Source: an optimization exercise on an open RTL-to-GDS flow (aim: small area, a short achievable clock period and few clock cycles). Production flows keep margins and buffers that such runs may drop.
Where RTL was checked, it was by simulation tests only, not by an equivalence proof against the original.
For runs 1 and 2, only the layout was checked, not whether the RTL still works.
No activity file was given, so power comes from the tool's default toggle rates.

===== flow/run.sh =====
#!/bin/bash
# Standard layout, with the port buffers made of plain buffer cells
# (buffer_ports picks a delay cell by default).
export BUFFER_PORTS_ARGS="-buffer_cell sky130_fd_sc_hd__buf_2"
bash standard.sh > standard.log 2>&1

===== constraint.sdc =====
create_clock -name core_clock -period 5.0 [get_ports {clk_i}]
set_input_delay 1.0000 -clock core_clock [delete_from_list [all_inputs] [get_ports {clk_i}]]
set_output_delay 1.0000 -clock core_clock [all_outputs]
set_load 0.01 [all_outputs]

===== design.v =====
`default_nettype none
module hkre_xlate (
  input  logic [6:0] code_i,
  output logic [7:0] scan_o
);
  localparam logic [1023:0] Table = {
    8'h00, 8'h8A, 8'h00, 8'h00, 8'h00, 8'h00, 8'h00, 8'h00,
    8'h8D, 8'h74, 8'h7C, 8'h7D, 8'hA4, 8'hA3, 8'hA2, 8'hA1,
    8'h83, 8'h82, 8'h81, 8'h80, 8'h7D, 8'h7C, 8'h74, 8'h73,
    8'hF5, 8'h00, 8'hB1, 8'hF7, 8'h94, 8'h92, 8'h9F, 8'h9E,
    8'h9D, 8'h9B, 8'h9A, 8'h99, 8'h98, 8'h97, 8'h96, 8'h95,
    8'h9C, 8'hA4, 8'hA3, 8'hA2, 8'hA1, 8'hAA, 8'hA9, 8'hA7,
    8'hA8, 8'h8F, 8'h8D, 8'h8C, 8'h8E, 8'h8A, 8'h8B, 8'hB0,
    8'h7D, 8'h7C, 8'h72, 8'h71, 8'h68, 8'h67, 8'h66, 8'h65,
    8'h64, 8'h5A, 8'h59, 8'h58, 8'h57, 8'h56, 8'h00, 8'hF3,
    8'hED, 8'hFB, 8'hBF, 8'hE8, 8'hF2, 8'hBF, 8'hF7, 8'hF6,
    8'hFA, 8'hF5, 8'hF9, 8'hD4, 8'hBE, 8'hBC, 8'h71, 8'hBD,
    8'hEF, 8'hEA, 8'hE5, 8'hE0, 8'hDB, 8'hD6, 8'hD0, 8'hCB,
    8'hC5, 8'hC0, 8'hC3, 8'hDC, 8'hC8, 8'hC6, 8'hD3, 8'hE1,
    8'hD7, 8'hC7, 8'hD1, 8'hC1, 8'hF0, 8'hEB, 8'hDE, 8'hE3,
    8'hEC, 8'hE7, 8'hE2, 8'hE6, 8'hDD, 8'hD8, 8'hD2, 8'hCC,
    8'hCD, 8'hCE, 8'hD9, 8'hC2, 8'h00, 8'h00, 8'h00, 8'h00
  };
  assign scan_o = Table[{code_i, 3'b000} +: 8];
endmodule
`default_nettype wire
`default_nettype none
module hid_keyboard_report_to_key_events_core (
  input  logic        clk_i,
  input  logic        rst_ni,
  input  logic        in_valid_i,
  output logic        in_stall_o,
  input  logic [55:0] in_data_i,
  output logic        out_valid_o,
  input  logic        out_stall_i,
  output logic [9:0]  out_data_o
);
  logic [5:0][7:0] pk;       
  logic [5:0][6:0] cur_q;    
  logic [5:0][6:0] held_q;   
  logic            cv_q;     
  logic [1:0]      s_q;      
  logic [5:0]      fp_q;     
  logic [5:0]      fc_q;     
  logic [2:0]      mod_q;    
  logic [1:0]      ph_q;     
  logic [11:0]     km_q;     
  logic [11:0]     low_q;    
  logic            t_v;      
  logic [6:0]      t_key;    
  logic            t_val;    
  logic            t_last;   
  logic            stall_q;
  logic            ov_q;
  logic [9:0]      out_q;
  logic            advance;
  logic            accept;
  logic            step;
  logic            consume;
  logic [2:0]      in_mod;
  logic [5:0]      pz;       
  logic [5:0][6:0] pkc;      
  logic [5:0]      cz;       
  logic [5:0]      e0;       
  logic [5:0]      e1;       
  logic [5:0]      e2;       
  logic [5:0]      fp_n;
  logic [5:0]      fc_n;
  logic [11:0]     km_new;
  logic [11:0]     km_n;
  logic [11:0]     low_n;
  logic [11:0]     rest;
  logic [11:0]     low_k;
  logic [11:0]     low_r;
  logic [11:0]     seen_k;   
  logic [11:0]     seen_r;   
  logic [5:0]      low_cur;  
  logic [6:0]      sel_key;
  logic [7:0]      t_code;
  logic [1:0]      s_n;
  logic [1:0]      ph_n;
  assign advance = !ov_q || !out_stall_i;
  assign accept  = in_valid_i && !stall_q;
  assign step    = in_valid_i && (s_q != 2'd2);
  assign consume = advance && (km_q != '0) && (t_v ? (ph_q == 2'd0) : (ph_q == 2'd3));
  assign in_mod[0] = |(in_data_i[55:48] & 8'h22);
  assign in_mod[1] = |(in_data_i[55:48] & 8'h11);
  assign in_mod[2] = |(in_data_i[55:48] & 8'h44);
  for (genvar i = 0; i < 6; i++) begin : g_slot
    assign pk[i] = in_data_i[47-8*i -: 8];
    assign pz[i] = pk[i][7] || (pk[i][6:2] == 5'h00) || (pk[i][6:0] == 7'h39) ||
                   (pk[i][6:0] == 7'h66) || ((pk[i][6:3] == 4'hF) && (pk[i][2:0] != 3'h6));
    assign pkc[i] = pz[i] ? 7'h00 : pk[i][6:0];
    assign cz[i] = cur_q[i] == 7'h00;
    assign e0[i] = !pk[i][7] && (pk[i][6:0] == cur_q[i]);
    assign e1[i] = !pk[i][7] && (pk[i][6:0] == cur_q[(i+1)%6]);
    assign e2[i] = !pk[i][7] && (pk[i][6:0] == cur_q[(i+2)%6]);
    assign fp_n[i] = (fp_q[i] && s_q != 2'd0) || e0[i] || e1[i] || e2[i];
    assign fc_n[i] = (fc_q[i] && s_q != 2'd0) || e0[i] || e1[(i+5)%6] || e2[(i+4)%6];
    assign km_new[2*i]   = cv_q && !cz[i] && !fc_q[i];
    assign km_new[2*i+1] = !pz[i] && !(cv_q && fp_q[i]);
  end
  always_comb begin
    for (int m = 0; m < 6; m++) begin
      low_cur[m] = (s_q == 2'd1) ? low_q[2*((m+3)%6)+1] : low_q[2*m+1];
    end
    sel_key = '0;
    for (int i = 0; i < 6; i++) begin
      sel_key = sel_key | ({7{low_q[2*i]}} & held_q[i])
                        | ({7{low_cur[i]}} & cur_q[i]);
    end
  end
  assign rest = km_q & ~low_q;
  assign km_n = consume ? rest : km_q;
  assign seen_k[0] = 1'b0;
  assign seen_r[0] = 1'b0;
  for (genvar i = 0; i < 12; i++) begin : g_low
    assign low_k[i] = km_q[i] && !seen_k[i];
    assign low_r[i] = rest[i] && !seen_r[i];
    if (i < 11) begin : g_seen
      assign seen_k[i+1] = seen_k[i] || km_q[i];
      assign seen_r[i+1] = seen_r[i] || rest[i];
    end
  end
  assign low_n = consume ? low_r : low_k;
  hkre_xlate u_xlate (.code_i(t_key), .scan_o(t_code));
  assign s_n  = step ? s_q + 2'd1 : s_q;
  assign ph_n = (advance && !t_v && ph_q != 2'd0) ? ph_q + 2'd1 : ph_q;
  always_ff @(posedge clk_i or negedge rst_ni) begin
    if (!rst_ni) begin
      cv_q    <= 1'b0;
      s_q     <= 2'd0;
      stall_q <= 1'b0;
      ph_q    <= 2'd0;
      t_v     <= 1'b0;
      ov_q    <= 1'b0;
    end else begin
      if (accept) begin
        cv_q    <= 1'b1;
        s_q     <= 2'd0;
        stall_q <= 1'b1;
        ph_q    <= (advance && !t_v) ? 2'd2 : 2'd1;
      end else begin
        s_q     <= s_n;
        stall_q <= !((ph_n == 2'd0) && (!cv_q || (((consume ? rest : km_q) == '0) && s_n == 2'd2)));
        ph_q    <= ph_n;
      end
      if (advance) begin
        ov_q <= (ph_q != 2'd0) || t_v || accept;
        t_v  <= consume;
      end
    end
  end
  always_ff @(posedge clk_i) begin
    km_q <= accept ? km_new : km_n;
    if (accept) begin
      cur_q <= pkc;
      mod_q <= in_mod;
    end else if (step) begin
      fc_q  <= {fc_n[2:0], fc_n[5:3]};
      cur_q <= {cur_q[2:0], cur_q[5:3]};
    end
    fp_q <= fp_n;
    if (!stall_q) held_q <= cur_q;
    low_q <= low_n;
    if (consume) begin
      t_key  <= sel_key;
      t_val  <= |(low_q & 12'b1010_1010_1010);
      t_last <= rest == '0;
    end
    if (advance) begin
      if (t_v) begin
        out_q <= {t_code, t_val, t_last};
      end else begin
        case (ph_q)
          2'd1:    out_q <= {8'hAE, mod_q[0], 1'b0};
          2'd2:    out_q <= {8'hAF, mod_q[1], 1'b0};
          2'd3:    out_q <= {8'hB1, mod_q[2], km_q == '0};
          default: out_q <= {8'hAE, in_mod[0], 1'b0};
        endcase
      end
    end
  end
  assign in_stall_o  = stall_q;
  assign out_valid_o = ov_q;
  assign out_data_o  = out_q;
endmodule
`default_nettype wire

===== standard.sh =====
#!/bin/bash
# synth_recipe.tcl (not shown) runs the flow's synth.tcl, then flattens the netlist and writes it again
# the make line also repeats each setting of config.mk as NAME=value (left out here)
make -C /OpenROAD-flow-scripts/flow DESIGN_CONFIG=/design/flow/config.mk WORK_HOME=/design/flow/orfs CLKGATE_MAP_FILE= SYNTH_SCRIPT=/design/flow/synth_recipe.tcl "${@:-finish}"

===== config.mk =====
export PLATFORM = sky130hd
export DESIGN_NAME = hid_keyboard_report_to_key_events_core
export DESIGN_NICKNAME = hid_keyboard_report_to_key_events_core
export VERILOG_FILES = /design/flow/design.v
export SDC_FILE = /design/flow/constraint.sdc
export NUM_CORES = 4
export LEC_CHECK = 0
export ABC_AREA = 1
export ABC_CLOCK_PERIOD_IN_PS = 2000
export CAP_MARGIN = 20
export CORE_MARGIN = 2
export CORE_UTILIZATION = 40
export CTS_BUF_LIST = sky130_fd_sc_hd__clkbuf_4 sky130_fd_sc_hd__clkbuf_8
export SETUP_SLACK_MARGIN = 3.0
export SLEW_MARGIN = 20

==> reports/summary.txt, run 1 <==
Slew Viols, Final: 0
Min cycle time layout: 2.026 ns
Die W: 163.4 microns
Total GRT Usage: 0.2971
Yosys warning count: 1
Synthesis-stage register bit count: 150
DRT iter0 DRCs: 1374
Fill count: 2436
Worst EP arrival: 1.03 ns
Core area: 0.02504 sq mm
Combinational Power Share: 0.478
Final hold slack: 0.3622 ns
Routed vias/inst: 6.155
Cells after Synth: 1317
Max IR drop VDD: 223.0 uV
CTS root buf: clkbuf_8
Aggregate routed wire length: 40.02 mm
Reg2Reg Depth: 10
Reg power frac: 0.353
Status: timing/DRC/antenna clean
Final net count: 1482
Top post-synthesis cells by area: edfxtp_1 33%, nand2_1 12%, dfxtp_1 5.9%, inv_1 5.2%, nand4_1 4.9%
Slew Limit Headroom: 0.5355
Area after DPL: 0.01078 sq mm
Setup_tns: 0 ns
Synthesized area: 0.01016 sq mm
Cell Count, Final, Fillers Out: 1748
Internal power: 3.183 mW
Worst-path fanout max: 2
CTS Buffer Depth: 2
WL/cell: 22.89 microns
RSZ-0062 raised after global routing: yes
Crit end category: primary output
TritonCTS Sinks: 150
Seq/Total Area, Yosys: 0.4099
Fraction of layout cells with a size suffix above 1: 0.2045
Least-Margin Pin Slew: 0.6926 ns
Register area: 0.004167 sq mm
Clock power frac: 0.169
Vias in the first global route: 9912
R2R Setup Slk: 3.00 ns
Req. time, crit path: 4.00 ns
Placed Cells: 1651
H-tree depth: 4
Type of origin of the critical path: flip-flop
Detailed Place HPWL: 27.37 mm
Remaining global-route overflow: 0
CP top delay family: flip-flops
Post-synth EDFFs: 112
Final core utilization: 0.4861
Worst r2r src: t_key[1]
Fmax: 493.5 MHz
HP Class: in -> async
Largest net degree at the start of global routing: 43
Final period utilization: 0.4053
Initial core utilization: 0.4057
Cts bufs inserted: 17
Hold-fix buffers, CTS: 0
Endpoints failing hold: 0
Worst-path cell with the longest stage delay: dfrtp_1
CP max stage delay: 0.41 ns
IO buf count: 69
Multi-input logic area: 0.005640 sq mm
Area leader, netlist: edfxtp_1
Die height: 163.4 microns
Clock latency on the worst-skew pair: 0.47 ns
Avg Inst Size Synth: 7.713 sq um
Top cell type's share of synthesized area: 0.3311
CP bufs+invs: 1
Total of max-cap violations: 0
Primary FF master, synth: edfxtp_1
Initial antenna violation count: 0
Netlist cell types: 53
Synth-to-layout area growth: 19.81%
Register clock-pin slew on the reported worst setup and hold paths: 0.10 ns
ANT cells: 0
Switch Pwr: 2.779 mW
Reg-to-Reg End: out_q[6]
DRC viols: 0
Die ar.: 0.02669 sq mm
Num rows: 58
CTS tree: yes
DRT Pass-1 Iters: 6
Post-route ant nets: 0
Ys async rst share: 0.05333
LEAKAGE: 4.983 nW
Power Density: 489.9 mW/mm^2
Synth Net Count: 1394
Clk_skew: 0.02424 ns
Sw frac: 0.4661
First-pass GRT wire length: 59.55 mm
Final Instance Area: 0.01217 sq mm
CP Cell Sequence: buf_2
I/O pins: 72
RePlAce Congestion: 0.9958
Critical path class: reg -> out
Total number of vias: 10760
Final setup viols: 0
cell usage in the layout, fill, tap and decap left out, types with 6 or more instances in the layout:
| master | netlist | final |
|---|---|---|
| a211oi_1 | 12 | 12 |
| a211oi_2 | 6 | 6 |
| a21oi_1 | 68 | 65 |
| a221oi_1 | 14 | 14 |
| buf_2 | 11 | 68 |
| buf_4 | 4 | 54 |
| buf_6 | 1 | 6 |
| clkbuf_8 | 0 | 17 |
| clkinvlp_4 | 0 | 10 |
| dfrtp_1 | 8 | 6 |
| dfxtp_1 | 30 | 30 |
| edfxtp_1 | 112 | 112 |
| ha_1 | 17 | 9 |
| ha_4 | 0 | 6 |
| inv_1 | 140 | 123 |
| inv_2 | 6 | 12 |
| nand2_1 | 322 | 301 |
| nand2_2 | 2 | 15 |
| nand2_4 | 1 | 7 |
| nand3_1 | 48 | 46 |
| nand4_1 | 80 | 80 |
| nor2_1 | 109 | 106 |
| nor2_2 | 7 | 9 |
| nor3_1 | 10 | 10 |
| nor4_1 | 32 | 16 |
| nor4_2 | 0 | 16 |
| o2111ai_1 | 17 | 17 |
| o211ai_1 | 10 | 10 |
| o21ai_0 | 40 | 34 |
| o21ai_2 | 3 | 10 |
| o221ai_1 | 7 | 7 |
| o22ai_1 | 48 | 48 |
| o41ai_1 | 8 | 6 |
| xnor2_1 | 22 | 22 |
| xor2_1 | 18 | 18 |
flip-flops by register name, indices dropped and copies added (netlist names), 6 cells and up:
register	count
cur_q	42
fc_q	6
fp_q	6
held_q	42
km_q	12
low_q	12
out_q	10
t_key	7
cell type report:
type | count | share of cell area
Multi-Input combinational cell | 956 | 0.4635
Sequential cell | 150 | 0.3423
Timing Repair Buffer | 133 | 0.07772
Inverter | 147 | 0.04842
Tap cell | 330 | 0.03393
Clock buffer | 17 | 0.01922
Clock inverter | 15 | 0.01491
Yosys cell counts, drive strengths merged (30+ instances only):
master / count
dfxtp: 30
clkbuf: 50
nor4: 32
nor2: 117
nand2: 325
nand4: 80
inv: 146
o22ai: 48
a21oi: 69
o21ai: 50
nand3: 48
edfxtp: 112
routing by layer:
metal  wire length (microns)  part of all wire  vias up  track usage
met4                    2677             0.067        0       0.1959
met3                    3822             0.096      186      0.04825
met5                       0                 0        -            0
met1                   15460              0.39     4972       0.3736
li1                        -                 -     4836            -
met2                   18060              0.45      765       0.4718
kinds of logic (layout without fill, tap and decap cells):
family                     count (synthesis)  in the layout  synth area share
muxes                                      1              1         0.0009854
AOI/OAI and AO/OA                        265            265            0.1740
and+or+nand+nor                          630            633            0.2769
DFF                                      150            150            0.4099
xor gates and xnor gates                  40             40           0.03449
buffers and inverters                    214            312           0.08277
adders and majority gates                 17             17           0.02094
stage by stage:
| stage | worst slack [ns] | total power, mW |
|---|---|---|
| after floorplan | 2.872 | 3.563 |
| after global placement | 2.346 | 4.363 |
| after detailed placement | 2.378 | 4.345 |
| after CTS | 2.944 | 5.564 |
| after global routing | 2.881 | 6.265 |
| final | 2.974 | 5.962 |
repair_timing:
action                                  in CTS  in global routing
setup buffers                               30                 30
endpoints found under the setup margin     126                 69
resized for setup                           21                 86
gates cloned                                 5                  0
pin swaps                                    6                 44
how the worst max path moves through the flow:
stage                start  slack (ns)  cells past startpoint    endpoint
2_1_floorplan      stall_q        2.87                      5    cur_q[0]
3_3_place_gp      t_key[0]        2.35                     12    out_q[3]
3_5_place_dp   out_stall_i        2.38                     11     stall_q
4_1_cts           t_key[0]        2.94                     12    out_q[3]
5_1_grt           t_key[1]        2.88                     12    out_q[3]
6_report           stall_q        2.97                      1  in_stall_o
power by group through the flow:
stage / clock, mW / sequential (mW) / combinational, mW
floorplan: 0 / 1.89 / 1.68
global placement: 0 / 2.21 / 2.15
detailed placement: 0 / 2.21 / 2.14
CTS: 1.01 / 2.08 / 2.47
global route: 1.07 / 2.11 / 3.09
finish: 1.01 / 2.10 / 2.85
==> inputs of run 2 (changes only) <==
--- a/config.mk
+++ b/config.mk
@@ -8,3 +8,3 @@
 export ABC_AREA = 1
-export ABC_CLOCK_PERIOD_IN_PS = 2000
+export ABC_CLOCK_PERIOD_IN_PS = 2100
 export CAP_MARGIN = 20
@@ -13,3 +13,3 @@
 export CTS_BUF_LIST = sky130_fd_sc_hd__clkbuf_4 sky130_fd_sc_hd__clkbuf_8
-export SETUP_SLACK_MARGIN = 3.0
+export SETUP_SLACK_MARGIN = 2.9
 export SLEW_MARGIN = 20
==> reports/summary.txt, run 2 <==
RePlAce Congestion: 1.024 (was 0.9958)
CTS Buffer Depth: 2 (unchanged)
Reg2Reg Depth: 13 (was 10)
Fmax: 471.5 MHz (was 493.5 MHz)
CTS root buf: clkbuf_8 (unchanged)
Endpoints failing hold: 0 (unchanged)
Combinational Power Share: 0.453 (was 0.478)
Cts bufs inserted: 17 (unchanged)
Cell Count, Final, Fillers Out: 1720 (was 1748)
Reg power frac: 0.372 (was 0.353)
Primary FF master, synth: edfxtp_1 (unchanged)
Post-route ant nets: 0 (unchanged)
Worst r2r src: ph_q[1] (was t_key[1])
Die W: 163.4 microns (unchanged)
Initial antenna violation count: 0 (unchanged)
Synthesized area: 0.01016 sq mm (unchanged)
Post-synth top cells: 322 x nand2_1, 140 x inv_1, 112 x edfxtp_1 (unchanged)
Total number of vias: 10440 (was 10760)
R2R Setup Slk: 2.88 ns (was 3.00 ns)
Commonest cells after routing, fill and taps aside: 311 x nand2_1, 131 x inv_1, 112 x edfxtp_1 (was 301 x nand2_1, 123 x inv_1, 112 x edfxtp_1)
Top cell type's share of synthesized area: 0.3311 (unchanged)
Initial core utilization: 0.4057 (unchanged)
CTS tree: yes (unchanged)
Total GRT Usage: 0.2912 (was 0.2971)
Total of max-cap violations: 0 (unchanged)
Worst EP arrival: 2.48 ns (was 1.03 ns)
ANT cells: 0 (unchanged)
Worst-path fanout max: 7 (was 2)
Top post-synthesis cells by area: edfxtp_1 33%, nand2_1 12%, dfxtp_1 5.9%, inv_1 5.2%, nand4_1 4.9% (unchanged)
CP max stage delay: 0.48 ns (was 0.41 ns)
RSZ-0062 raised after global routing: yes (unchanged)
Slew Limit Headroom: 0.4217 (was 0.5355)
Crit end category: flip-flop (was primary output)
Most frequent cell after synthesis: nand2_1 (unchanged)
Cells after Synth: 1317 (unchanged)
Req. time, crit path: 5.36 ns (was 4.00 ns)
Max IR drop VDD: 184.2 uV (was 223.0 uV)
Final net count: 1454 (was 1482)
Min cycle time layout: 2.121 ns (was 2.026 ns)
Slew Viols, Final: 0 (unchanged)
Most common cell after layout, fill and taps aside: nand2_1 (unchanged)
Core area: 0.02504 sq mm (unchanged)
Switch Pwr: 2.724 mW (was 2.779 mW)
Status: timing/DRC/antenna clean (unchanged)
Yosys warning count: 1 (unchanged)
Type of origin of the critical path: flip-flop (unchanged)
Clk_skew: 0.02340 ns (was 0.02424 ns)
H-tree depth: 4 (unchanged)
Routed vias/inst: 6.069 (was 6.155)
Internal power: 3.044 mW (was 3.183 mW)
I/O pins: 72 (unchanged)
Die ar.: 0.02669 sq mm (unchanged)
Register clock-pin slew on the reported worst setup and hold paths: 0.10 ns (about the same)
Synthesis-stage register bit count: 150 (unchanged)
First-pass GRT wire length: 57.53 mm (was 59.55 mm)
Top flop regs: cur_q (42), held_q (42) (unchanged)
HP Class: in -> async (unchanged)
WL/cell: 23.03 microns (was 22.89 microns)
Ys async rst share: 0.05333 (unchanged)
Vias in the first global route: 9416 (was 9912)
DRT Pass-1 Iters: 7 (was 6)
Post-synth EDFFs: 112 (unchanged)
Avg Inst Size Synth: 7.713 sq um (unchanged)
Clock latency on the worst-skew pair: 0.46 ns (was 0.47 ns)
Reg-to-Reg End: stall_q (was out_q[6])
Seq/Total Area, Yosys: 0.4099 (unchanged)
DRC viols: 0 (unchanged)
Hold-fix buffers, CTS: 0 (unchanged)
Least-Margin Pin Slew: 0.8563 ns (was 0.6926 ns)
Num rows: 58 (unchanged)
Power Density: 495.3 mW/mm^2 (was 489.9 mW/mm^2)
Setup_tns: 0 ns (unchanged)
Detailed Place HPWL: 27.80 mm (was 27.37 mm)
DRT iter0 DRCs: 1478 (was 1374)
Final setup viols: 0 (unchanged)
Final period utilization: 0.4242 (was 0.4053)
Worst-path cell with the longest stage delay: dfrtp_2 (was dfrtp_1)
Clock power frac: 0.174 (was 0.169)
CP Cell Sequence: inv_2 -> ha_4 -> nor2_2 -> nor3_4 -> nand2_4 -> nand2_2 -> nand2_2 -> nor2_1 -> nand2_1 -> nor2_1 -> nand2_1 -> nand2_2 -> nand2_1 (was buf_2)
IO buf count: 69 (unchanged)
Placed Cells: 1652 (was 1651)
Fraction of layout cells with a size suffix above 1: 0.1640 (was 0.2045)
Netlist cell types: 53 (unchanged)
Aggregate routed wire length: 39.62 mm (was 40.02 mm)
Synth-to-layout area growth: 14.64% (was 19.81%)
LEAKAGE: 4.839 nW (was 4.983 nW)
Sw frac: 0.4722 (was 0.4661)
Die height: 163.4 microns (unchanged)
Largest net degree at the start of global routing: 61 (was 43)
Remaining global-route overflow: 0 (unchanged)
Synth Net Count: 1394 (unchanged)
TritonCTS Sinks: 150 (unchanged)
Area leader, netlist: edfxtp_1 (unchanged)
Critical path class: reg -> reg (was reg -> out)
-- run 2: cell counts after synthesis --
No cell type changed its count.
-- run 2: worst max-delay path, delay by kind of cell (launching register included) --
family | cells | cell delay [ns]
buffers and inverters | 1 | 0.10
flip-flops | 1 | 0.48
AND/OR/NAND/NOR | 11 | 1.29
adder cells (fa/ha/maj) | 1 | 0.14
-- run 2: final cells by class --
| cell class | count | area (sq um) |
|---|---|---|
| fillers | 2569 | 13390 |
| multi-input cells | 956 | 5430 |
| flip-flops and latches | 150 | 4172 |
| repair buffers | 105 | 650.6 |
| inverters | 147 | 561.8 |
| well taps | 330 | 412.9 |
| clock buffers | 17 | 234.0 |
| clock inverters | 15 | 185.2 |
-- run 2: timing repair --
| item | 4_1_cts | 5_1_grt |
|---|---|---|
| setup buffers | 9 | 24 |
| gates cloned | 0 | 3 |
| pin swaps | 0 | 6 |
| endpoints found under the setup margin | 107 | 20 |
| resized for setup | 14 | 40 |
-- run 2: power by group through the flow --
| stage | clock, mW | combinational (mW) | sequential [mW] |
|---|---|---|---|
| after floorplan | 0 | 1.67 | 1.89 |
| after global placement | 0 | 2.22 | 2.21 |
| after detailed placement | 0 | 2.21 | 2.21 |
| after CTS | 1.02 | 2.37 | 2.11 |
| after global routing | 1.07 | 2.85 | 2.15 |
| final | 1.01 | 2.61 | 2.15 |
-- run 2: cell families (layout without fill, tap and decap cells) --
logic type | Yosys count | in the layout | share of synthesized area
AND/OR/NAND/NOR | 630 | 633 | 0.2769
AO/OA/AOI/OAI | 265 | 265 | 0.1740
buffers and inverters | 214 | 284 | 0.08277
flip-flops | 150 | 150 | 0.4099
XOR/XNOR | 40 | 40 | 0.03449
adder cells (fa/ha/maj) | 17 | 17 | 0.02094
multiplexers | 1 | 1 | 0.0009854
-- run 2: through the flow --
stage               hold WS (ns)  setup WS (ns)  utilization  cell area, sq um  power, mW
floorplan                 0.4244          2.872            -             10350      3.560
global placement          0.4420          2.318       0.4296             10760      4.431
detailed placement        0.4453          2.309       0.4296             10760      4.424
CTS                       0.3573          2.908       0.4511             11290      5.495
global route              0.3677          2.776       0.4652             11650      6.069
finish                    0.3700          2.879       0.4652             11650      5.768
-- run 2: worst max-delay path by stage --
stage	from	endpoint	slack, ns
6_report	ph_q[1]	stall_q	2.88
3_5_place_dp	out_stall_i	stall_q	2.31
4_1_cts	ov_q	out_valid_o	2.91
3_3_place_gp	out_stall_i	stall_q	2.32
2_1_floorplan	stall_q	cur_q[0]	2.87
5_1_grt	ph_q[1]	stall_q	2.78
-- run 2: metal layers --
metal  track usage  wire [microns]
met3       0.04342            3519
met4        0.1641            2342
met1        0.3847           15990
met5             0               0
met2        0.4570           17760
==> inputs of run 3 (changes only) <==
--- a/design.v
+++ b/design.v
@@ -43,3 +43,3 @@
   logic [5:0]      fp_q;     
-  logic [5:0]      fc_q;     
+  logic [5:0]      rv_q;     
   logic [2:0]      mod_q;    
@@ -47,2 +47,3 @@
   logic [11:0]     km_q;     
+  logic            kz_q;     
   logic [11:0]     low_q;    
@@ -67,3 +68,3 @@
   logic [5:0]      fp_n;
-  logic [5:0]      fc_n;
+  logic [5:0]      rv_n;
   logic [11:0]     km_new;
@@ -84,3 +85,3 @@
   assign step    = in_valid_i && (s_q != 2'd2);
-  assign consume = advance && (km_q != '0) && (t_v ? (ph_q == 2'd0) : (ph_q == 2'd3));
+  assign consume = advance && kz_q && (t_v ? (ph_q == 2'd0) : (ph_q == 2'd3));
   assign in_mod[0] = |(in_data_i[55:48] & 8'h22);
@@ -98,4 +99,4 @@
     assign fp_n[i] = (fp_q[i] && s_q != 2'd0) || e0[i] || e1[i] || e2[i];
-    assign fc_n[i] = (fc_q[i] && s_q != 2'd0) || e0[i] || e1[(i+5)%6] || e2[(i+4)%6];
-    assign km_new[2*i]   = cv_q && !cz[i] && !fc_q[i];
+    assign rv_n[i] = ((s_q != 2'd0) ? rv_q[i] : !cz[i]) && !(e0[i] || e1[(i+5)%6] || e2[(i+4)%6]);
+    assign km_new[2*i]   = cv_q && rv_q[i];
     assign km_new[2*i+1] = !pz[i] && !(cv_q && fp_q[i]);
@@ -134,2 +135,4 @@
       ph_q    <= 2'd0;
+      km_q    <= '0;
+      kz_q    <= 1'b0;
       t_v     <= 1'b0;
@@ -141,2 +144,4 @@
         stall_q <= 1'b1;
+        km_q    <= km_new;
+        kz_q    <= 1'b1;
         ph_q    <= (advance && !t_v) ? 2'd2 : 2'd1;
@@ -144,3 +149,5 @@
         s_q     <= s_n;
-        stall_q <= !((ph_n == 2'd0) && (!cv_q || (((consume ? rest : km_q) == '0) && s_n == 2'd2)));
+        stall_q <= !((ph_n == 2'd0) && ((consume ? rest : km_q) == '0) && (!cv_q || s_n == 2'd2));
+        km_q    <= km_n;
+        kz_q    <= consume ? (rest != '0) : (km_q != '0);
         ph_q    <= ph_n;
@@ -154,3 +161,2 @@
   always_ff @(posedge clk_i) begin
-    km_q <= accept ? km_new : km_n;
     if (accept) begin
@@ -159,3 +165,3 @@
     end else if (step) begin
-      fc_q  <= {fc_n[2:0], fc_n[5:3]};
+      rv_q  <= {rv_n[2:0], rv_n[5:3]};
       cur_q <= {cur_q[2:0], cur_q[5:3]};
--- a/config.mk
+++ b/config.mk
@@ -8,3 +8,3 @@
 export ABC_AREA = 1
-export ABC_CLOCK_PERIOD_IN_PS = 2100
+export ABC_CLOCK_PERIOD_IN_PS = 2300
 export CAP_MARGIN = 20
@@ -12,4 +12,3 @@
 export CORE_UTILIZATION = 40
-export CTS_BUF_LIST = sky130_fd_sc_hd__clkbuf_4 sky130_fd_sc_hd__clkbuf_8
-export SETUP_SLACK_MARGIN = 2.9
+export SETUP_SLACK_MARGIN = 2.7
 export SLEW_MARGIN = 20
==> reports/summary.txt, run 3 <==
Status: timing/DRC/antenna clean (unchanged)
Synth Net Count: 1492 (was 1394)
Die ar.: 0.02689 sq mm (was 0.02669 sq mm)
Num rows: 58 (unchanged)
Commonest cells after routing, fill and taps aside: 408 x nand2_1, 146 x inv_1, 138 x nor2_1 (was 311 x nand2_1, 131 x inv_1, 112 x edfxtp_1)
Detailed Place HPWL: 28.66 mm (was 27.80 mm)
Placed Cells: 1749 (was 1652)
Type of origin of the critical path: input pin (was flip-flop)
Slew Viols, Final: 0 (unchanged)
CP Cell Sequence: buf_2 -> nand2_2 -> buf_4 -> nand2_8 (was inv_2 -> ha_4 -> nor2_2 -> nor3_4 -> nand2_4 -> nand2_2 -> nand2_2 -> nor2_1 -> nand2_1 -> nor2_1 -> nand2_1 -> nand2_2 -> nand2_1)
Least-Margin Pin Slew: 0.7296 ns (was 0.8563 ns)
Final net count: 1520 (was 1454)
Total number of vias: 10490 (was 10440)
Initial core utilization: 0.4066 (was 0.4057)
Switch Pwr: 2.074 mW (was 2.724 mW)
Sw frac: 0.4185 (was 0.4722)
Endpoints failing hold: 0 (unchanged)
CTS tree: yes (unchanged)
Top cell type's share of synthesized area: 0.3285 (was 0.3311)
Ys async rst share: 0.1391 (was 0.05333)
Seq/Total Area, Yosys: 0.4150 (was 0.4099)
TritonCTS Sinks: 151 (was 150)
CTS Buffer Depth: 2 (unchanged)
Min cycle time layout: 2.183 ns (was 2.121 ns)
Core area: 0.02518 sq mm (was 0.02504 sq mm)
Clk_skew: 0.01905 ns (was 0.02340 ns)
H-tree depth: 4 (unchanged)
Setup_tns: 0 ns (unchanged)
CP bufs+invs: 2 (was 1)
First-pass GRT wire length: 59.31 mm (was 57.53 mm)
Critical path class: in -> reg (was reg -> reg)
Final period utilization: 0.4366 (was 0.4242)
CP top delay family: buffers and inverters (was simple AND/OR/NAND/NOR gates)
Reg power frac: 0.339 (was 0.372)
Internal power: 2.882 mW (was 3.044 mW)
Die height: 164.0 microns (was 163.4 microns)
Fmax: 458.1 MHz (was 471.5 MHz)
Max IR drop VDD: 217.6 uV (was 184.2 uV)
Avg Inst Size Synth: 7.236 sq um (was 7.713 sq um)
Routed vias/inst: 5.874 (was 6.069)
HP Class: reg -> reg (was in -> async)
Top flop regs: cur_q (42), held_q (42) (unchanged)
Cells after Synth: 1415 (was 1317)
Area after DPL: 0.01073 sq mm (was 0.01076 sq mm)
Register clock-pin slew on the reported worst setup and hold paths: 0.06 ns (was 0.10 ns)
WL/cell: 22.34 microns (was 23.03 microns)
Req. time, crit path: 5.05 ns (was 5.36 ns)
Slew Limit Headroom: 0.5136 (was 0.4217)
RePlAce Congestion: 1.012 (was 1.024)
Clock power frac: 0.277 (was 0.174)
Largest net degree at the start of global routing: 56 (was 61)
Post-route ant nets: 0 (unchanged)
DRT Pass-1 Iters: 8 (was 7)
Netlist cell types: 47 (was 53)
ANT cells: 0 (unchanged)
Top post-synthesis cells by area: edfxtp_1 33%, nand2_1 15%, inv_1 5.5%, o21ai_0 5.4%, dfrtp_1 5.1% (was edfxtp_1 33%, nand2_1 12%, dfxtp_1 5.9%, inv_1 5.2%, nand4_1 4.9%)
CTS root buf: clkbuf_16 (was clkbuf_8)
Worst-path cell with the longest stage delay: buf_4 (was dfrtp_2)
Combinational Power Share: 0.384 (was 0.453)
Synthesis-stage register bit count: 151 (was 150)
CP max stage delay: 0.56 ns (was 0.48 ns)
Area leader, netlist: edfxtp_1 (unchanged)
DRT iter0 DRCs: 1207 (was 1478)
Power Density: 434.4 mW/mm^2 (was 495.3 mW/mm^2)
IO buf count: 69 (unchanged)
RSZ-0062 raised after global routing: yes (unchanged)
Total of max-cap violations: 0 (unchanged)
Yosys warning count: 1 (unchanged)
Synth-to-layout area growth: 11.45% (was 14.64%)
Initial antenna violation count: 1 (was 0)
LEAKAGE: 5.236 nW (was 4.839 nW)
Aggregate routed wire length: 39.90 mm (was 39.62 mm)
Clock latency on the worst-skew pair: 0.45 ns (was 0.46 ns)
Final Instance Area: 0.01141 sq mm (was 0.01165 sq mm)
Post-synth top cells: 411 x nand2_1, 149 x inv_1, 139 x nor2_1 (was 322 x nand2_1, 140 x inv_1, 112 x edfxtp_1)
I/O pins: 72 (unchanged)
Primary FF master, synth: edfxtp_1 (unchanged)
Final core utilization: 0.4531 (was 0.4652)
Worst-path fanout max: 55 (was 7)
Cell Count, Final, Fillers Out: 1786 (was 1720)
Crit end category: flip-flop (unchanged)
Vias in the first global route: 9729 (was 9416)
Cts bufs inserted: 17 (unchanged)
Most frequent cell after synthesis: nand2_1 (unchanged)
Most common cell after layout, fill and taps aside: nand2_1 (unchanged)
Synthesized area: 0.01024 sq mm (was 0.01016 sq mm)
Fraction of layout cells with a size suffix above 1: 0.09684 (was 0.1640)
Total GRT Usage: 0.3002 (was 0.2912)
DRC viols: 0 (unchanged)
Die W: 164.0 microns (was 163.4 microns)
Final setup viols: 0 (unchanged)
Remaining global-route overflow: 0 (unchanged)
Post-synth EDFFs: 112 (unchanged)
Pwr Total: 4.957 mW (was 5.768 mW)
Worst EP arrival: 2.23 ns (was 2.48 ns)
## run 3: metrics by stage
stage / hold slack (ns) / setup WS, ns
floorplan: 0.4244 / 2.708
global placement: 0.4637 / 1.821
detailed placement: 0.4773 / 1.782
CTS: 0.4931 / 2.714
global route: 0.5036 / 2.642
finish: 0.4902 / 2.817
## run 3: power groups by stage
stage,Clock [mW],Sequential (mW),Combinational [mW]
finish,1.37,1.68,1.90
CTS,1.39,1.67,1.87
global placement,0,1.72,1.79
floorplan,0,1.64,1.33
global route,1.43,1.69,2.12
detailed placement,0,1.72,1.79
## run 3: final timing paths
path	from	endpoint	slack (ns)	depth (start not counted)
worst max-delay path	in_valid_i	cur_q[37]	2.82	4
worst min-delay path	fp_q[1]	fp_q[1]	0.49	2
worst max register to register	t_key[1]	out_q[3]	2.84	12
worst min register to register	fp_q[1]	fp_q[1]	0.49	2
max in group asynchronous	rst_ni	km_q[5]	4.08	1
min in group asynchronous	rst_ni	t_v	0.54	1
## run 3: cell type report
class	instances	area [sq um]
fill	2635	13770
clock buffer	17	425.4
tap	330	412.9
timing repair buffer	78	425.4
inverter	156	593.1
multi-input combinational	1039	5119
sequential	151	4249
clock inverter	15	186.4
## run 3: cells by family after synthesis
kind of cell | share of synthesized area
AO/OA/AOI/OAI | 0.1569
XOR/XNOR | 0.03080
adder cells (fa/ha/maj) | 0.02077
buffers and inverters | 0.08945
flip-flops | 0.4150
AND/OR/NAND/NOR | 0.2871
## run 3: metal layers
layer | GRT usage | share of wire
met1 | 0.4091 | 0.42
met2 | 0.4530 | 0.44
met3 | 0.06768 | 0.10
met4 | 0.1407 | 0.046
met5 | 0 | 0.00025
## run 3: what timing repair did
| action | 4_1_cts | 5_1_grt |
|---|---|---|
| endpoints found under the setup margin | 32 | 15 |
| gates resized for setup | 3 | 6 |
| cloned | 1 | 0 |
| hold buffers | 0 | 0 |
| buffers inserted | 4 | 0 |
| pin swaps | 1 | 0 |
## run 3: worst register-to-register path: stages, from the launching register on
cell      delay, ns
edfxtp_1       0.44
inv_2          0.18
ha_1           0.31
inv_1          0.09
nand2_1        0.13
nand2_1        0.12
nand2_1        0.10
nor2_1         0.16
nor2_1         0.06
nor2_1         0.10
nor2_1         0.05
nor2_1         0.13
nor2_1         0.06
Testbench counts of run 3, summed over its fixed seeds: cycles 13,752.
==> inputs of run 4 (changes only) <==
--- a/config.mk
+++ b/config.mk
@@ -8,3 +8,3 @@
 export ABC_AREA = 1
-export ABC_CLOCK_PERIOD_IN_PS = 2300
+export ABC_CLOCK_PERIOD_IN_PS = 1900
 export CAP_MARGIN = 20
@@ -12,3 +12,4 @@
 export CORE_UTILIZATION = 40
-export SETUP_SLACK_MARGIN = 2.7
+export CTS_BUF_LIST = sky130_fd_sc_hd__clkbuf_4 sky130_fd_sc_hd__clkbuf_8
+export SETUP_SLACK_MARGIN = 3.1
 export SLEW_MARGIN = 20
==> reports/summary.txt, run 4 <==
Num rows: 58 (unchanged)
Post-route ant nets: 0 (unchanged)
Detailed Place HPWL: 28.91 mm (was 28.66 mm)
Final period utilization: 0.4055 (was 0.4366)
Ys async rst share: 0.1391 (unchanged)
Worst r2r src: t_key[0] (was t_key[1])
First-pass GRT wire length: 61.28 mm (was 59.31 mm)
Critical path class: reg -> out (was in -> reg)
Top cell type's share of synthesized area: 0.3285 (unchanged)
Setup_tns: 0 ns (unchanged)
IO buf count: 69 (unchanged)
Cells after Synth: 1415 (unchanged)
Min cycle time layout: 2.027 ns (was 2.183 ns)
Reg2Reg Depth: 11 (was 12)
Seq/Total Area, Yosys: 0.4150 (unchanged)
Fmax: 493.3 MHz (was 458.1 MHz)
Synth-to-layout area growth: 20.74% (was 11.45%)
Synthesized area: 0.01024 sq mm (unchanged)
CP top delay family: flip-flops (was buffers and inverters)
Most common cell after layout, fill and taps aside: nand2_1 (unchanged)
Aggregate routed wire length: 41.76 mm (was 39.90 mm)
Most frequent cell after synthesis: nand2_1 (unchanged)
Clk_skew: 0.01983 ns (was 0.01905 ns)
Req. time, crit path: 4.00 ns (was 5.05 ns)
Endpoints failing hold: 0 (unchanged)
Total of max-cap violations: 0 (unchanged)
RSZ-0062 raised after global routing: yes (unchanged)
LEAKAGE: 5.543 nW (was 5.236 nW)
Worst EP arrival: 1.03 ns (was 2.23 ns)
Die height: 164.0 microns (unchanged)
Top post-synthesis cells by area: edfxtp_1 33%, nand2_1 15%, inv_1 5.5%, o21ai_0 5.4%, dfrtp_1 5.1% (unchanged)
Vias in the first global route: 9900 (was 9729)
RePlAce Congestion: 0.9538 (was 1.012)
Slew Viols, Final: 0 (unchanged)
Synth Net Count: 1492 (unchanged)
Area leader, netlist: edfxtp_1 (unchanged)
HP Class: in -> async (was reg -> reg)
Die ar.: 0.02689 sq mm (unchanged)
Post-synth EDFFs: 112 (unchanged)
Yosys warning count: 1 (unchanged)
Worst-path cell with the longest stage delay: dfrtp_1 (was buf_4)
Worst-path fanout max: 2 (was 55)
Initial core utilization: 0.4066 (unchanged)
Reg-to-Reg End: out_q[3] (unchanged)
DRC viols: 0 (unchanged)
H-tree depth: 4 (unchanged)
CP bufs+invs: 1 (was 2)
Register clock-pin slew on the reported worst setup and hold paths: 0.10 ns (was 0.06 ns)
Die W: 164.0 microns (unchanged)
Worst slack, placed: 2.179 ns (was 1.782 ns)
Largest net degree at the start of global routing: 57 (was 56)
Initial antenna violation count: 1 (unchanged)
Cts bufs inserted: 17 (unchanged)
Final Instance Area: 0.01236 sq mm (was 0.01141 sq mm)
Least-Margin Pin Slew: 0.6732 ns (was 0.7296 ns)
Pwr Total: 5.131 mW (was 4.957 mW)
DRT Pass-1 Iters: 8 (unchanged)
CTS root buf: clkbuf_8 (was clkbuf_16)
CTS Buffer Depth: 2 (unchanged)
Core area: 0.02518 sq mm (unchanged)
Setup ws final: 2.973 ns (was 2.817 ns)
WL/cell: 22.51 microns (was 22.34 microns)
Max IR drop VDD: 208.3 uV (was 217.6 uV)
CP Cell Sequence: buf_6 (was buf_2 -> nand2_2 -> buf_4 -> nand2_8)
Commonest cells after routing, fill and taps aside: 385 x nand2_1, 129 x inv_1, 129 x nor2_1 (was 408 x nand2_1, 146 x inv_1, 138 x nor2_1)
Slew Limit Headroom: 0.5507 (was 0.5136)
Top flop regs: cur_q (42), held_q (42) (unchanged)
Routed vias/inst: 5.889 (was 5.874)
Type of origin of the critical path: flip-flop (was input pin)
Synthesis-stage register bit count: 151 (unchanged)
Clock latency on the worst-skew pair: 0.48 ns (was 0.45 ns)
Total GRT Usage: 0.3099 (was 0.3002)
Total number of vias: 10930 (was 10490)
Remaining global-route overflow: 0 (unchanged)
Primary FF master, synth: edfxtp_1 (unchanged)
I/O pins: 72 (unchanged)
Avg Inst Size Synth: 7.236 sq um (unchanged)
Power Density: 415.1 mW/mm^2 (was 434.4 mW/mm^2)
Final hold slack: 0.4896 ns (was 0.4902 ns)
Final net count: 1588 (was 1520)
TritonCTS Sinks: 151 (unchanged)
Area after DPL: 0.01081 sq mm (was 0.01073 sq mm)
CP max stage delay: 0.42 ns (was 0.56 ns)
Fraction of layout cells with a size suffix above 1: 0.1949 (was 0.09684)
Status: timing/DRC/antenna clean (unchanged)
CTS tree: yes (unchanged)
Crit end category: primary output (was flip-flop)
Final setup viols: 0 (unchanged)
Netlist cell types: 47 (unchanged)
DRT iter0 DRCs: 1558 (was 1207)
Hold-fix buffers, CTS: 0 (unchanged)
Post-synth top cells: 411 x nand2_1, 149 x inv_1, 139 x nor2_1 (unchanged)
R2R Setup Slk: 3.06 ns (was 2.84 ns)
[run 4: cell counts after synthesis]
Identical to the previous run, type by type.
[run 4: how the worst max path moves through the flow]
stage	start	to	slack [ns]	cells past startpoint
floorplan	stall_q	cur_q[0]	2.93	5
global route	ph_q[1]	stall_q	2.93	11
detailed placement	out_stall_i	stall_q	2.18	11
finish	stall_q	in_stall_o	2.97	1
CTS	stall_q	in_stall_o	2.95	1
global placement	out_stall_i	stall_q	2.19	11
[run 4: worst reg2reg max path, stage by stage (launching register included)]
cell and delay, ns:
edfxtp_1 0.50, inv_4 0.16, ha_4 0.24, buf_4 0.14, nand3_1 0.05, nand2_1 0.05
inv_1 0.05, nand4_1 0.14, nand3_1 0.17, nand2_1 0.07, nor2_1 0.11, nor2_1 0.05
[run 4: logic make-up (layout without fill, tap and decap cells)]
logic type | count (synthesis) | after routing | share of synthesized area
AOI/OAI and AO/OA | 281 | 281 | 0.1569
xor gates and xnor gates | 36 | 36 | 0.03080
adders and majority gates | 17 | 17 | 0.02077
buffers and inverters | 226 | 333 | 0.08945
DFF | 151 | 151 | 0.4150
other | 0 | 1 | 0
and+or+nand+nor | 704 | 706 | 0.2871
[run 4: area by class of cell]
type	count	area, sq um
multi-input cells	1040	5580
flip-flops and latches	151	4253
fillers	2541	12820
repair buffers	145	1059
well taps	330	412.9
clock buffers	17	234.0
clock inverters	15	188.9
diodes	1	2.502
inverters	156	631.9
[run 4: stage by stage]
step           utilization  std cells
2_1_floorplan            -       1415
5_1_grt             0.4909       1855
3_3_place_gp        0.4292       1751
3_5_place_dp        0.4292       1751
6_report            0.4909       1855
4_1_cts             0.4598       1805
[run 4: timing repair]
| item | CTS | global route |
|---|---|---|
| cloned | 2 | 1 |
| buffers inserted | 20 | 48 |
| resized for setup | 50 | 104 |
| pin swaps | 4 | 31 |
| endpoints found under the setup margin | 140 | 149 |
[run 4: layer usage]
layer / global-route usage / share of wire / wire length [microns]
met5: 0 / 0 / 0
met4: 0.1332 / 0.047 / 1956
met3: 0.06439 / 0.099 / 4142
met2: 0.4756 / 0.45 / 18650
met1: 0.4242 / 0.41 / 17010
[run 4: power breakdown]
group          switching [mW]  internal (mW)  total (mW)  leakage (nW)
Clock                   0.534          0.504        1.04         0.204
Sequential              0.120           1.54        1.66          1.39
Combinational            1.57          0.870        2.44          3.95
==> inputs of run 5 (changes only) <==
--- a/config.mk
+++ b/config.mk
@@ -8,3 +8,3 @@
 export ABC_AREA = 1
-export ABC_CLOCK_PERIOD_IN_PS = 1900
+export ABC_CLOCK_PERIOD_IN_PS = 5000
 export CAP_MARGIN = 20
@@ -13,3 +13,3 @@
 export CTS_BUF_LIST = sky130_fd_sc_hd__clkbuf_4 sky130_fd_sc_hd__clkbuf_8
-export SETUP_SLACK_MARGIN = 3.1
+export SETUP_SLACK_MARGIN = 2.9
 export SLEW_MARGIN = 20
==> reports/summary.txt, run 5 <==
Status: timing/DRC/antenna clean (unchanged)
Detailed Place HPWL: 28.83 mm (was 28.91 mm)
CTS Buffer Depth: 2 (unchanged)
Setup_tns: 0 ns (unchanged)
Req. time, crit path: 4.00 ns (about the same)
Fraction of layout cells with a size suffix above 1: 0.1180 (was 0.1949)
Final Instance Area: 0.01142 sq mm (was 0.01236 sq mm)
Synth Area in XOR/XNOR: 0.03080 (unchanged)
Post-synthesis mux area share: 0 (unchanged)
Top cell type's share of synthesized area: 0.3285 (unchanged)
Largest net degree at the start of global routing: 56 (was 57)
Crit path capture: out_valid_o (was in_stall_o)
Seq/Total Area, Yosys: 0.4150 (unchanged)
Worst-path cell with the longest stage delay: dfrtp_1 (unchanged)
Top post-synthesis cells by area: edfxtp_1 33%, nand2_1 15%, inv_1 5.5%, o21ai_0 5.4%, dfrtp_1 5.1% (unchanged)
Post-route ant nets: 0 (unchanged)
Synthesis-stage register bit count: 151 (unchanged)
Crit end category: primary output (unchanged)
Die ar.: 0.02689 sq mm (unchanged)
Reg-to-Reg End: t_key[0] (was out_q[3])
Synth-to-layout area growth: 11.56% (was 20.74%)
Met3 wire length: 4.342 mm (was 4.142 mm)
Total of max-cap violations: 0 (unchanged)
Remaining global-route overflow: 0 (unchanged)
Cells after Synth: 1415 (unchanged)
Total GRT Usage: 0.3017 (was 0.3099)
Final hold slack: 0.4778 ns (was 0.4896 ns)
R2R Setup Slk: 2.97 ns (was 3.06 ns)
Met1 WL: 16.57 mm (was 17.01 mm)
Least-Margin Pin Slew: 0.7523 ns (was 0.6732 ns)
Commonest cells after routing, fill and taps aside: 404 x nand2_1, 143 x inv_1, 136 x nor2_1 (was 385 x nand2_1, 129 x inv_1, 129 x nor2_1)
CP bufs+invs: 1 (unchanged)
Final setup viols: 0 (unchanged)
Slew Limit Headroom: 0.4984 (was 0.5507)
Ys async rst share: 0.1391 (unchanged)
Post-synthesis compound-gate area fraction: 0.1569 (unchanged)
Post-synth EDFFs: 112 (unchanged)
Area after DPL: 0.01075 sq mm (was 0.01081 sq mm)
Adder-Cell Fraction of Synth Area: 0.02077 (unchanged)
Final period utilization: 0.4074 (was 0.4055)
CP Cell Sequence: buf_2 (was buf_6)
RSZ-0062 raised after global routing: yes (unchanged)
CP top delay family: flip-flops (unchanged)
Slew Viols, Final: 0 (unchanged)
Clock latency on the worst-skew pair: 0.48 ns (about the same)
Core area: 0.02518 sq mm (unchanged)
Clk_skew: 0.02390 ns (was 0.01983 ns)
IO buf count: 69 (unchanged)
DRT iter0 DRCs: 1396 (was 1558)
ANT cells: 0 (was 1)
Depth of the worst hold-timing path: 2
Worst r2r src: s_q[1] (was t_key[0])
Metal2 WL: 17.74 mm (was 18.65 mm)
CP Launch Point: ov_q (was stall_q)
Worst-path fanout max: 2 (unchanged)
CTS root buf: clkbuf_8 (unchanged)
CP max stage delay: 0.42 ns (about the same)
Num rows: 58 (unchanged)
I/O pins: 72 (unchanged)
First-pass GRT wire length: 60.15 mm (was 61.28 mm)
Post-synth top cells: 411 x nand2_1, 149 x inv_1, 139 x nor2_1 (unchanged)
Initial antenna violation count: 0 (was 1)
Avg Inst Size Synth: 7.236 sq um (unchanged)
Synthesized area: 0.01024 sq mm (unchanged)
Most frequent cell after synthesis: nand2_1 (unchanged)
Reg2Reg Depth: 7 (was 11)
Vias in the first global route: 9725 (was 9900)
Endpoints failing hold: 0 (unchanged)
Simple-gate area share of the yosys netlist: 0.2871 (unchanged)
Top flop regs: cur_q (42), held_q (42) (unchanged)
Largest family of logic cells by synthesized area: simple AND/OR/NAND/NOR gates (unchanged)
TritonCTS Sinks: 151 (unchanged)
Netlist cell types: 47 (unchanged)
Min cycle time layout: 2.037 ns (was 2.027 ns)
WP depth: 1 (unchanged)
HP Class: reg -> reg (was in -> async)
Final net count: 1538 (was 1588)
RePlAce Congestion: 0.9843 (was 0.9538)
CTS tree: yes (unchanged)
Register clock-pin slew on the reported worst setup and hold paths: 0.09 ns (was 0.10 ns)
Type of origin of the critical path: flip-flop (unchanged)
WL/cell: 22.20 microns (was 22.51 microns)
Most common cell after layout, fill and taps aside: nand2_1 (unchanged)
H-tree depth: 4 (unchanged)
Power Density: 409.4 mW/mm^2 (was 415.1 mW/mm^2)
LEAKAGE: 5.215 nW (was 5.543 nW)
Routed vias/inst: 5.909 (was 5.889)
Total number of vias: 10660 (was 10930)
DRC viols: 0 (unchanged)
Worst EP arrival: 1.04 ns (was 1.03 ns)
Primary FF master, synth: edfxtp_1 (unchanged)
Die height: 164.0 microns (unchanged)
Yosys warning count: 1 (unchanged)
Aggregate routed wire length: 40.05 mm (was 41.76 mm)
DR top layer: met4 (unchanged)
DRT Pass-1 Iters: 6 (was 8)
Critical path class: reg -> out (unchanged)
Cts bufs inserted: 17 (unchanged)
Initial core utilization: 0.4066 (unchanged)
Area leader, netlist: edfxtp_1 (unchanged)
Max IR drop VDD: 184.5 uV (was 208.3 uV)
Fmax: 490.9 MHz (was 493.3 MHz)
Die W: 164.0 microns (unchanged)
Synth Net Count: 1492 (unchanged)
## run 5: cell counts after synthesis
No cell type changed its count.
## run 5: per-stage QoR
stage               setup WS [ns]  cells  power [mW]  utilization
floorplan                   2.918   1415       2.974            -
global placement            2.064   1750       3.514       0.4267
detailed placement          2.018   1750       3.514       0.4267
CTS                         2.903   1792       4.560       0.4470
global route                2.828   1804       4.957       0.4536
finish                      2.963   1804       4.676       0.4536
## run 5: cells by family (layout without fill, tap and decap cells)
| logic type | after synthesis | count (layout) |
|---|---|---|
| adder cells (fa/ha/maj) | 17 | 17 |
| flip-flops | 151 | 151 |
| AO/OA/AOI/OAI | 281 | 281 |
| AND/OR/NAND/NOR | 704 | 705 |
| buffers and inverters | 226 | 284 |
| XOR/XNOR | 36 | 36 |
## run 5: what timing repair did
| action | in CTS | in global routing |
|---|---|---|
| gates resized for setup | 15 | 25 |
| hold buffers | 0 | 0 |
| setup endpoints to repair | 118 | 48 |
| cloned | 1 | 0 |
| setup buffers | 9 | 12 |
| pin swaps | 1 | 1 |
## run 5: report_power, final
| part | internal, mW | leakage, nW | switching, mW |
|---|---|---|---|
| registers | 1.54 | 1.39 | 0.115 |
| logic | 0.654 | 3.63 | 1.39 |
| clock network | 0.454 | 0.194 | 0.527 |
| total | 2.64 | 5.22 | 2.03 |
## run 5: metal layers
| metal | GRT usage | vias to the layer above |
|---|---|---|
| met3 | 0.06313 | 102 |
| met1 | 0.4242 | 5021 |
| met2 | 0.4561 | 663 |
| met4 | 0.1148 | 0 |
| met5 | 0 | - |
| li1 | - | 4873 |
## run 5: worst min path at each step
stage	slack, ns	end	from
floorplan	0.42	held_q[12]	cur_q[12]
global placement	0.46	fp_q[1]	fp_q[1]
detailed placement	0.46	fp_q[1]	fp_q[1]
CTS	0.49	fp_q[1]	fp_q[1]
global route	0.52	fp_q[1]	fp_q[1]
finish	0.48	fp_q[1]	fp_q[1]
## run 5: cell type report
| type | count | area (sq um) |
|---|---|---|
| Clock inverter | 15 | 163.9 |
| Multi-Input combinational cell | 1039 | 5172 |
| Inverter | 156 | 614.3 |
| Sequential cell | 151 | 4250 |
| Fill cell | 2643 | 13760 |
| Timing Repair Buffer | 96 | 574.3 |
| Tap cell | 330 | 412.9 |
| Clock buffer | 17 | 234.0 |
==> inputs of run 6 (changes only) <==
--- a/config.mk
+++ b/config.mk
@@ -8,3 +8,3 @@
 export ABC_AREA = 1
-export ABC_CLOCK_PERIOD_IN_PS = 5000
+export ABC_CLOCK_PERIOD_IN_PS = 2100
 export CAP_MARGIN = 20
==> reports/summary.txt, run 6 <==
WL/cell: 22.20 microns (unchanged)
Primary FF master, synth: edfxtp_1 (unchanged)
Setup ws final: 2.963 ns (unchanged)
Worst r2r src: s_q[1] (unchanged)
Aggregate routed wire length: 40.05 mm (unchanged)
Final net count: 1538 (unchanged)
Reg2Reg Depth: 7 (unchanged)
Max IR drop VDD: 184.5 uV (unchanged)
CTS root buf: clkbuf_8 (unchanged)
Req. time, crit path: 4.00 ns (about the same)
Critical path class: reg -> out (unchanged)
Crit end category: primary output (unchanged)
Reg-to-Reg End: t_key[0] (unchanged)
CTS tree: yes (unchanged)
Routed vias/inst: 5.909 (unchanged)
Initial antenna violation count: 0 (unchanged)
Area leader, netlist: edfxtp_1 (unchanged)
Post-synthesis mux area share: 0 (unchanged)
Synthesized area: 0.01024 sq mm (unchanged)
Least-Margin Pin Slew: 0.7523 ns (unchanged)
Most frequent cell after synthesis: nand2_1 (unchanged)
Min cycle time layout: 2.037 ns (unchanged)
Remaining global-route overflow: 0 (unchanged)
CTS Buffer Depth: 2 (unchanged)
Top flop regs: cur_q (42), held_q (42) (unchanged)
DRC viols: 0 (unchanged)
Post-synth top cells: 411 x nand2_1, 149 x inv_1, 139 x nor2_1 (unchanged)
Fraction of layout cells with a size suffix above 1: 0.1180 (unchanged)
Seq/Total Area, Yosys: 0.4150 (unchanged)
Worst-path fanout max: 2 (unchanged)
Top post-synthesis cells by area: edfxtp_1 33%, nand2_1 15%, inv_1 5.5%, o21ai_0 5.4%, dfrtp_1 5.1% (unchanged)
Total GRT Usage: 0.3017 (unchanged)
Status: timing/DRC/antenna clean (unchanged)
Worst slack, placed: 2.018 ns (unchanged)
Setup_tns: 0 ns (unchanged)
DRT iter0 DRCs: 1396 (unchanged)
Die height: 164.0 microns (unchanged)
LEAKAGE: 5.215 nW (unchanged)
Type of origin of the critical path: flip-flop (unchanged)
HP Class: reg -> reg (unchanged)
Hold-fix buffers, CTS: 0 (unchanged)
Post-synthesis compound-gate area fraction: 0.1569 (unchanged)
Final setup viols: 0 (unchanged)
Cts bufs inserted: 17 (unchanged)
Largest family of logic cells by synthesized area: simple AND/OR/NAND/NOR gates (unchanged)
Die W: 164.0 microns (unchanged)
Synth Net Count: 1492 (unchanged)
Register area: 0.004250 sq mm (unchanged)
Core area: 0.02518 sq mm (unchanged)
RePlAce Congestion: 0.9843 (unchanged)
Worst-path cell with the longest stage delay: dfrtp_1 (unchanged)
I/O pins: 72 (unchanged)
Endpoints failing hold: 0 (unchanged)
Fmax: 490.9 MHz (unchanged)
Clk_skew: 0.02390 ns (unchanged)
Top cell type's share of synthesized area: 0.3285 (unchanged)
RSZ-0062 raised after global routing: yes (unchanged)
Synthesis-stage register bit count: 151 (unchanged)
Power Density: 409.4 mW/mm^2 (unchanged)
Die ar.: 0.02689 sq mm (unchanged)
Worst EP arrival: 1.04 ns (about the same)
Worst hold start: fp_q[1] (unchanged)
Slew Viols, Final: 0 (unchanged)
H-tree depth: 4 (unchanged)
First-pass GRT wire length: 60.15 mm (unchanged)
Netlist cell types: 47 (unchanged)
Yosys warning count: 1 (unchanged)
Ys async rst share: 0.1391 (unchanged)
R2R Setup Slk: 2.97 ns (about the same)
Avg Inst Size Synth: 7.236 sq um (unchanged)
Post-route ant nets: 0 (unchanged)
CP max stage delay: 0.42 ns (about the same)
Clock latency on the worst-skew pair: 0.48 ns (about the same)
Final core utilization: 0.4536 (unchanged)
Final period utilization: 0.4074 (unchanged)
Num rows: 58 (unchanged)
CP bufs+invs: 1 (unchanged)
Initial core utilization: 0.4066 (unchanged)
Depth of the worst hold-timing path: 2 (unchanged)
Total number of vias: 10660 (unchanged)
CP top delay family: flip-flops (unchanged)
Detailed Place HPWL: 28.83 mm (unchanged)
Largest net degree at the start of global routing: 56 (unchanged)
CP Cell Sequence: buf_2 (unchanged)
Placed Cells: 1750 (unchanged)
Simple-gate area share of the yosys netlist: 0.2871 (unchanged)
Most common cell after layout, fill and taps aside: nand2_1 (unchanged)
TritonCTS Sinks: 151 (unchanged)
Register clock-pin slew on the reported worst setup and hold paths: 0.09 ns (about the same)
Hold-critical path endpoint: fp_q[1] (unchanged)
Vias in the first global route: 9725 (unchanged)
Final Instance Area: 0.01142 sq mm (unchanged)
Area after DPL: 0.01075 sq mm (unchanged)
DRT Pass-1 Iters: 6 (unchanged)
Adder-Cell Fraction of Synth Area: 0.02077 (unchanged)
Total of max-cap violations: 0 (unchanged)
Final hold slack: 0.4778 ns (unchanged)
Cells after Synth: 1415 (unchanged)
Pwr Total: 4.676 mW (unchanged)
Synth Area in XOR/XNOR: 0.03080 (unchanged)
ANT cells: 0 (unchanged)
Synth-to-layout area growth: 11.56% (unchanged)
Fill count: 2643 (unchanged)
Post-synth EDFFs: 112 (unchanged)
Multi-input logic area: 0.005172 sq mm (unchanged)
Commonest cells after routing, fill and taps aside: 404 x nand2_1, 143 x inv_1, 136 x nor2_1 (unchanged)
IO buf count: 69 (unchanged)
Cell Count, Final, Fillers Out: 1804 (unchanged)
Slew Limit Headroom: 0.4984 (unchanged)
==> run 6: cell counts after synthesis <==
Identical to the previous run, type by type.
==> run 6: power by group <==
| group | switching (mW) | internal (mW) |
|---|---|---|
| clock | 0.527 | 0.454 |
| sequential | 0.115 | 1.54 |
| combinational | 1.39 | 0.654 |
==> run 6: logic make-up (layout without fill, tap and decap cells) <==
logic type / count (synthesis) / in the layout
AOI/OAI and AO/OA: 281 / 281
and+or+nand+nor: 704 / 705
buffers and inverters: 226 / 284
adders and majority gates: 17 / 17
xor gates and xnor gates: 36 / 36
DFF: 151 / 151
==> run 6: cell type report <==
type,instances,share of cell area
flip-flops and latches,151,0.3721
repair buffers,96,0.05028
well taps,330,0.03615
inverters,156,0.05378
multi-input cells,1039,0.4528
clock buffers,17,0.02048
clock inverters,15,0.01435
==> run 6: worst max path at each step <==
stage           startpoint           to  cells past startpoint
6_report              ov_q  out_valid_o                      1
5_1_grt           t_key[1]     out_q[3]                     14
4_1_cts           t_key[0]     out_q[3]                     12
3_5_place_dp   out_stall_i      stall_q                     11
3_3_place_gp   out_stall_i      stall_q                     11
2_1_floorplan      stall_q     cur_q[0]                      5
==> run 6: worst reg2reg max path, cell delays in order (launching register included) <==
cell,delay [ns]
dfrtp_1,0.40
inv_1,0.09
ha_2,0.34
nand2_1,0.09
o21ai_1,0.36
o22ai_1,0.15
nor2_1,0.22
nand2_1,0.11
==> run 6: timing repair <==
action | in CTS | in global routing
cloned | 1 | 0
resized for setup | 15 | 25
pin swaps | 1 | 1
buffers inserted | 9 | 12
endpoints found under the setup margin | 118 | 48
==> run 6: per-layer routing <==
layer	track usage	vias up	wire, microns
li1	-	4873	-
met1	0.4242	5021	16570
met2	0.4561	663	17740
met3	0.06313	102	4342
met4	0.1148	0	1403
met5	0	-	0
==> inputs of run 7 (changes only) <==
--- a/config.mk
+++ b/config.mk
@@ -8,3 +8,3 @@
 export ABC_AREA = 1
-export ABC_CLOCK_PERIOD_IN_PS = 2100
+export ABC_CLOCK_PERIOD_IN_PS = 2000
 export CAP_MARGIN = 20
@@ -13,3 +13,3 @@
 export CTS_BUF_LIST = sky130_fd_sc_hd__clkbuf_4 sky130_fd_sc_hd__clkbuf_8
-export SETUP_SLACK_MARGIN = 2.9
+export SETUP_SLACK_MARGIN = 3.0
 export SLEW_MARGIN = 20
==> reports/summary.txt, run 7 <==
Worst EP arrival: 1.03 ns (was 1.04 ns)
Internal power: 2.837 mW (was 2.644 mW)
Combinational Power Share: 0.442 (was 0.437)
Least-Margin Pin Slew: 0.6747 ns (was 0.7523 ns)
Initial core utilization: 0.4066 (unchanged)
Top flop regs: cur_q (42), held_q (42) (unchanged)
IO buf count: 69 (unchanged)
Synth-to-layout area growth: 14.87% (was 11.56%)
Netlist cell types: 47 (unchanged)
Max IR drop VDD: 177.1 uV (was 184.5 uV)
LEAKAGE: 5.331 nW (was 5.215 nW)
Worst-path fanout max: 2 (unchanged)
Remaining global-route overflow: 0 (unchanged)
Slew Viols, Final: 0 (unchanged)
Synth Net Count: 1492 (unchanged)
H-tree depth: 4 (unchanged)
Power Density: 416.8 mW/mm^2 (was 409.4 mW/mm^2)
Top cell type's share of synthesized area: 0.3285 (unchanged)
Req. time, crit path: 4.00 ns (about the same)
Largest net degree at the start of global routing: 57 (was 56)
Clock latency on the worst-skew pair: 0.48 ns (about the same)
Die W: 164.0 microns (unchanged)
CP Launch Point: stall_q (was ov_q)
Seq/Total Area, Yosys: 0.4150 (unchanged)
Register clock-pin slew on the reported worst setup and hold paths: 0.09 ns (about the same)
Total GRT Usage: 0.3020 (was 0.3017)
Final period utilization: 0.4067 (was 0.4074)
Total number of vias: 10600 (was 10660)
ANT cells: 0 (unchanged)
RSZ-0062 raised after global routing: yes (unchanged)
Post-synth EDFFs: 112 (unchanged)
Reg power frac: 0.338 (was 0.353)
Status: timing/DRC/antenna clean (unchanged)
Final net count: 1550 (was 1538)
Most frequent cell after synthesis: nand2_1 (unchanged)
Endpoints failing hold: 0 (unchanged)
Post-synth top cells: 411 x nand2_1, 149 x inv_1, 139 x nor2_1 (unchanged)
Primary FF master, synth: edfxtp_1 (unchanged)
Cells after Synth: 1415 (unchanged)
Area after DPL: 0.01076 sq mm (was 0.01075 sq mm)
Die ar.: 0.02689 sq mm (unchanged)
CP top delay family: flip-flops (unchanged)
Sw frac: 0.4213 (was 0.4346)
Slew Limit Headroom: 0.5502 (was 0.4984)
Type of origin of the critical path: flip-flop (unchanged)
Worst slack, placed: 2.074 ns (was 2.018 ns)
Avg Inst Size Synth: 7.236 sq um (unchanged)
Setup ws final: 2.967 ns (was 2.963 ns)
TritonCTS Sinks: 151 (unchanged)
First-pass GRT wire length: 60.17 mm (was 60.15 mm)
Yosys warning count: 1 (unchanged)
Worst r2r src: cur_q[25] (was s_q[1])
DRT iter0 DRCs: 1544 (was 1396)
Critical path class: reg -> out (unchanged)
Clk_skew: 0.02295 ns (was 0.02390 ns)
Detailed Place HPWL: 28.44 mm (was 28.83 mm)
Area leader, netlist: edfxtp_1 (unchanged)
DRT Pass-1 Iters: 6 (unchanged)
Core area: 0.02518 sq mm (unchanged)
Top post-synthesis cells by area: edfxtp_1 33%, nand2_1 15%, inv_1 5.5%, o21ai_0 5.4%, dfrtp_1 5.1% (unchanged)
Clock power frac: 0.220 (was 0.210)
Setup_tns: 0 ns (unchanged)
Die height: 164.0 microns (unchanged)
Crit end category: primary output (unchanged)
Min cycle time layout: 2.033 ns (was 2.037 ns)
CP max stage delay: 0.44 ns (was 0.42 ns)
Routed vias/inst: 5.838 (was 5.909)
DRC viols: 0 (unchanged)
I/O pins: 72 (unchanged)
RePlAce Congestion: 0.9971 (was 0.9843)
Switch Pwr: 2.065 mW (was 2.032 mW)
==> run 7: timing repair <==
item,4_1_cts,5_1_grt
setup endpoints to repair,142,95
resized for setup,21,58
pin swaps,1,5
buffers inserted,15,16
cloned,3,0
==> run 7: per-layer routing <==
metal | part of all wire | routed length (microns) | GRT usage | vias up
met5 | 0 | 0 | 0 | -
met4 | 0.045 | 1805 | 0.1252 | 0
met3 | 0.10 | 4069 | 0.05859 | 112
met2 | 0.43 | 17350 | 0.4574 | 626
met1 | 0.42 | 16730 | 0.4227 | 4963
li1 | - | - | - | 4900
==> run 7: kinds of logic (layout without fill, tap and decap cells) <==
kind of cell    after synthesis  in the layout  synth area share
simple gates                704            705            0.2871
compound gates              281            281            0.1569
buf+inv                     226            296           0.08945
flops                       151            151            0.4150
xor+xnor                     36             36           0.03080
fa+ha+maj                    17             17           0.02077
==> run 7: worst paths after layout <==
path	endpoint	cells past startpoint
setup / recovery	in_stall_o	1
hold reg to reg	fp_q[1]	2
min in group asynchronous	s_q[0]	1
setup reg to reg	rv_q[0]	5
max in group asynchronous	t_v	1
hold / removal	fp_q[1]	2
==> run 7: final cells by class <==
cell class	instances	area [sq um]	area share
Clock buffer	17	234.0	0.01989
Inverter	156	610.6	0.05191
Clock inverter	15	212.7	0.01809
Tap cell	330	412.9	0.03511
Timing Repair inverter	2	10.01	0.0008511
Sequential cell	151	4253	0.3616
Multi-Input combinational cell	1039	5333	0.4534
Timing Repair Buffer	106	695.7	0.05915
==> run 7: power groups by stage <==
stage	combinational [mW]	clock (mW)	sequential, mW
2_1_floorplan	1.34	0	1.65
3_3_place_gp	1.81	0	1.70
3_5_place_dp	1.80	0	1.70
4_1_cts	1.93	1.09	1.66
5_1_grt	2.39	1.13	1.67
6_report	2.17	1.08	1.65
==> run 7: per-stage QoR <==
step | hold WS [ns] | power [mW] | instances
after CTS | 0.4969 | 4.678 | 1799
after global routing | 0.5212 | 5.196 | 1816
final | 0.4917 | 4.902 | 1816
after global placement | 0.4746 | 3.507 | 1749
after detailed placement | 0.4751 | 3.503 | 1749
after floorplan | 0.4244 | 2.982 | 1415
==> run 7: tightest hold or removal path, cell delays in order (launching register included) <==
cell and delay [ns]:
dfxtp_1 0.35, a21oi_1 0.07, nand2_1 0.05
